Source: an optimization exercise on an open RTL-to-GDS flow (aim: small area, a short achievable clock period and few clock cycles). Production flows keep margins and buffers that such runs may drop.
At most, simulation tests tie the RTL to the original design; equivalence was not proved.
No activity file was given, so power comes from the tool's default toggle rates.

// adb_packet_receive_queue_top
module adb_packet_receive_queue_top #(
	parameter int unsigned RING_SLOTS = RING_SLOTS_DEF,
	parameter int unsigned MAX_REPLY  = MAX_REPLY_DEF
) (
	input  logic          clk,
	input  logic          arst_n,
	input  logic          cfg_we,
	input  logic          cfg_wdata,
	input  logic                  item_valid,
	output logic                  item_ready,
	input  logic [MODE_W-1:0]     item_mode,
	input  logic [BYTE_W-1:0]     item_link_byte,
	input  logic                  item_end_of_packet,
	output logic                  result_valid,
	input  logic                  result_ready,
	output logic [OUTCOME_W-1:0]  result_outcome,
	output logic [BYTE_W-1:0]     result_status_flags,
	output logic [BYTE_W-1:0]     result_echoed_command,
	output logic [BYTE_W-1:0]     result_data_byte,
	output logic [DATA_IDX_W-1:0] result_data_index,
	output logic                  result_has_data,
	output logic                  result_last
);
For scale: roughly 3000 cells after synthesis, ~1800 flip-flops, about 53 I/O pins.
export LEC_CHECK = 0
export CAP_MARGIN = 0
export CORE_MARGIN = 2
export CORE_UTILIZATION = 65
export CTS_BUF_LIST = sky130_fd_sc_hd__clkbuf_8
export CTS_CLUSTER_DIAMETER = 45
export CTS_CLUSTER_SIZE = 20
export SETUP_SLACK_MARGIN = 4.3
export SLEW_MARGIN = 0
create_clock -name core_clock -period 7.0 [get_ports {clk}]
run.sh (not shown) runs the stock make flow with config.mk's settings and CLKGATE_MAP_FILE= SYNTH_SCRIPT=/design/flow/synth_recipe.tcl, a recipe that flattens the netlist after the stock synthesis.
Then changed:
--- a/flow/config.mk
+++ b/flow/config.mk
@@ -13,3 +13,3 @@
 export CTS_CLUSTER_SIZE = 20
-export SETUP_SLACK_MARGIN = 4.3
+export SETUP_SLACK_MARGIN = 4.2
 export SLEW_MARGIN = 0
Die area stays the same. Wire length drops by 2.5%. First-iteration DRC count rose by 11%. Sequential share of layout area came out higher by 0.36 points. Core utilization came out lower by 0.35 points. Clock-buffer cell count came out higher by 2. Via count goes down by 1.3%. Clock power falls by about 2%.
No run of this note included a check of the RTL's function; only the layout flow was run.


green:
adb_packet_receive_queue_top again, from the RTL that the note above started with.
clock: 7.0 ns
lec_check: 0
cap_margin: 0
core_margin: 2
core_utilization: 65
cts_buf_list: sky130_fd_sc_hd__clkbuf_8
cts_cluster_diameter: 45
cts_cluster_size: 20
setup_slack_margin: 4.1
slew_margin: 0
What blue does differently from green at the input level:
- changing CTS_CLUSTER_DIAMETER from 45 to 40
- changing CORE_UTILIZATION from 65 to 60
- changing SETUP_SLACK_MARGIN from 4.1 to 4.2
- changing CTS_CLUSTER_SIZE from 20 to 18
## What came out
Per the comparison of blue with green, ratio of final minimum period to clock period +0.32 points; number of global-route vias before repair went up; average wire per cell in the routed design decreased by about 3% relative to the old numbers; cell total after placement up 2.2%.
Comparing blue against green, there is no change at all in number of library cell types mapped by synthesis.
blue ends up with a non-clock buffer count that is 9.4% higher than in green.
Per the comparison of blue with green, worst setup margin saw a decrease, worst slack at placement saw an increase, met3 usage in global routing saw a decrease.
No run of this note included a check of the RTL's function; only the layout flow was run.


== sierra ==
adb_packet_receive_queue_top, a different RTL version from the one above (not shown whole).
For scale: roughly 3700 cells after synthesis, ~1700 flip-flops, about 53 I/O pins, roughly 52000 um^2 of cells after synthesis.
==> flow/config.mk <==
export PLATFORM = sky130hd
export DESIGN_NAME = adb_packet_receive_queue_top
export DESIGN_NICKNAME = adb_packet_receive_queue_top
export VERILOG_FILES = /design/flow/design.v
export SDC_FILE = /design/flow/constraint.sdc
export NUM_CORES = 4
export LEC_CHECK = 0
export CAP_MARGIN = 20
export CORE_MARGIN = 2
export CORE_UTILIZATION = 65
export CTS_BUF_LIST = sky130_fd_sc_hd__clkbuf_16
export CTS_CLUSTER_DIAMETER = 45
export CTS_CLUSTER_SIZE = 24
export SETUP_SLACK_MARGIN = 4.3
export SLEW_MARGIN = 20
==> flow/constraint.sdc <==
create_clock -name core_clock -period 7.0 [get_ports {clk}]
set_input_delay 1.4000 -clock core_clock [delete_from_list [all_inputs] [get_ports {clk}]]
set_output_delay 1.4000 -clock core_clock [all_outputs]
set_load 0.01 [all_outputs]
sierra: full flow OK, the timing, DRC and antenna checks passed
Inputs modified between sierra and lagoon:
Settings: CTS_CLUSTER_DIAMETER removed (was 45); CTS_CLUSTER_SIZE removed (was 24); CTS_BUF_LIST removed (was sky130_fd_sc_hd__clkbuf_16).
[summary]
Summary: cell area, lagoon worse than sierra
Delta (lagoon minus sierra): final cell count rose by 0.56%; clock-buffer cell count rose by 91.
On clock latency at the later pin of the worst-skew pair, sierra tracks lagoon almost exactly.
The share of the final layout cell area in sequential cells of lagoon is lower than that of sierra.
Minimum period implied by the final worst setup slack (lagoon over sierra): increase, 0.013 ns
Function was not checked in any run of this note: the RTL went through the layout flow alone.


## lane 1
Another version of the RTL of adb_packet_receive_queue_top (not shown whole).
For scale: roughly 53 I/O pins.
clock: 7.0 ns
lec_check: 0
cap_margin: 20
core_margin: 2
core_utilization: 65
cts_buf_list: sky130_fd_sc_hd__clkbuf_8
cts_cluster_diameter: 45
cts_cluster_size: 20
setup_slack_margin: 4.25
slew_margin: 20
In summary, lane 1 completed successfully, with a layout that passed the timing, DRC and antenna checks.
Testbench counts of lane 1, summed over its fixed seeds: cycles 23,510.
#### Input delta (lane 2 over lane 1)
Settings: SETUP_SLACK_MARGIN changed from 4.25 to 4.15.
==> comparison <==
As far as cell count is concerned, lane 1 and lane 2 perform about the same. Ratio of final minimum period to clock period: lane 2 and lane 1 compared, lower one is lane 1. Lane 2 finished every stage and its layout cleared the timing, DRC and antenna checks. Relative to lane 1, fill cell instance count of the final layout increased by 53 in lane 2. From lane 1 to lane 2 the numbers moved as follows: shortest period the worst path allows rose 27 ps; total clock buffers created by CTS rose 2; total power fell 1.1%; register-to-register slack fell 40 ps. Between lane 2 and lane 1, the difference in standard cell area after detailed placement is negligible. Summary of the comparison: clock skew is higher in lane 2, relative to lane 1.

==> what the ideal ports hide <==
The results above use ideal ports. As a check the final layouts listed here were re-extracted and re-timed, cells and wires unchanged.
Step 1 assumes that a clkbuf_16 drives the clock port and a buf_2 every other input.
Step 2 times the ports against the registers' clock, not the clock port: input delays grow and output delays shrink by t, the midpoint of the rising clock arrivals with the driver on.
Three values: ideal ports, drivers, drivers and shift; two values: the first two.
| run | t (ns) | setup slack, ns | clock arrival spread, ns |
|---|---|---|---|
| the first run of note 1 | 0.867 | 4.046 / 3.981 / 3.552 | 0.053 / 0.053 |
| the second run of note 1 | 0.856 | 4.124 / 4.059 / 3.422 | 0.059 / 0.058 |
| green | 0.859 | 4.100 / 4.035 / 3.405 | 0.051 / 0.050 |
| blue | 0.847 | 4.078 / 4.016 / 3.428 | 0.050 / 0.050 |
| sierra | 0.802 | 4.191 / 4.158 / 3.511 | 0.038 / 0.038 |
| lagoon | 0.803 | 4.177 / 4.156 / 3.491 | 0.051 / 0.051 |
| lane 1 | 0.871 | 4.108 / 4.048 / 3.509 | 0.039 / 0.039 |
| lane 2 | 0.866 | 4.081 / 4.019 / 3.361 | 0.050 / 0.050 |
After both steps every run listed still meets setup and hold. The setup slack of lane 2, which loses most, moves by -0.062 ns with the drivers and by -0.720 ns with both steps.
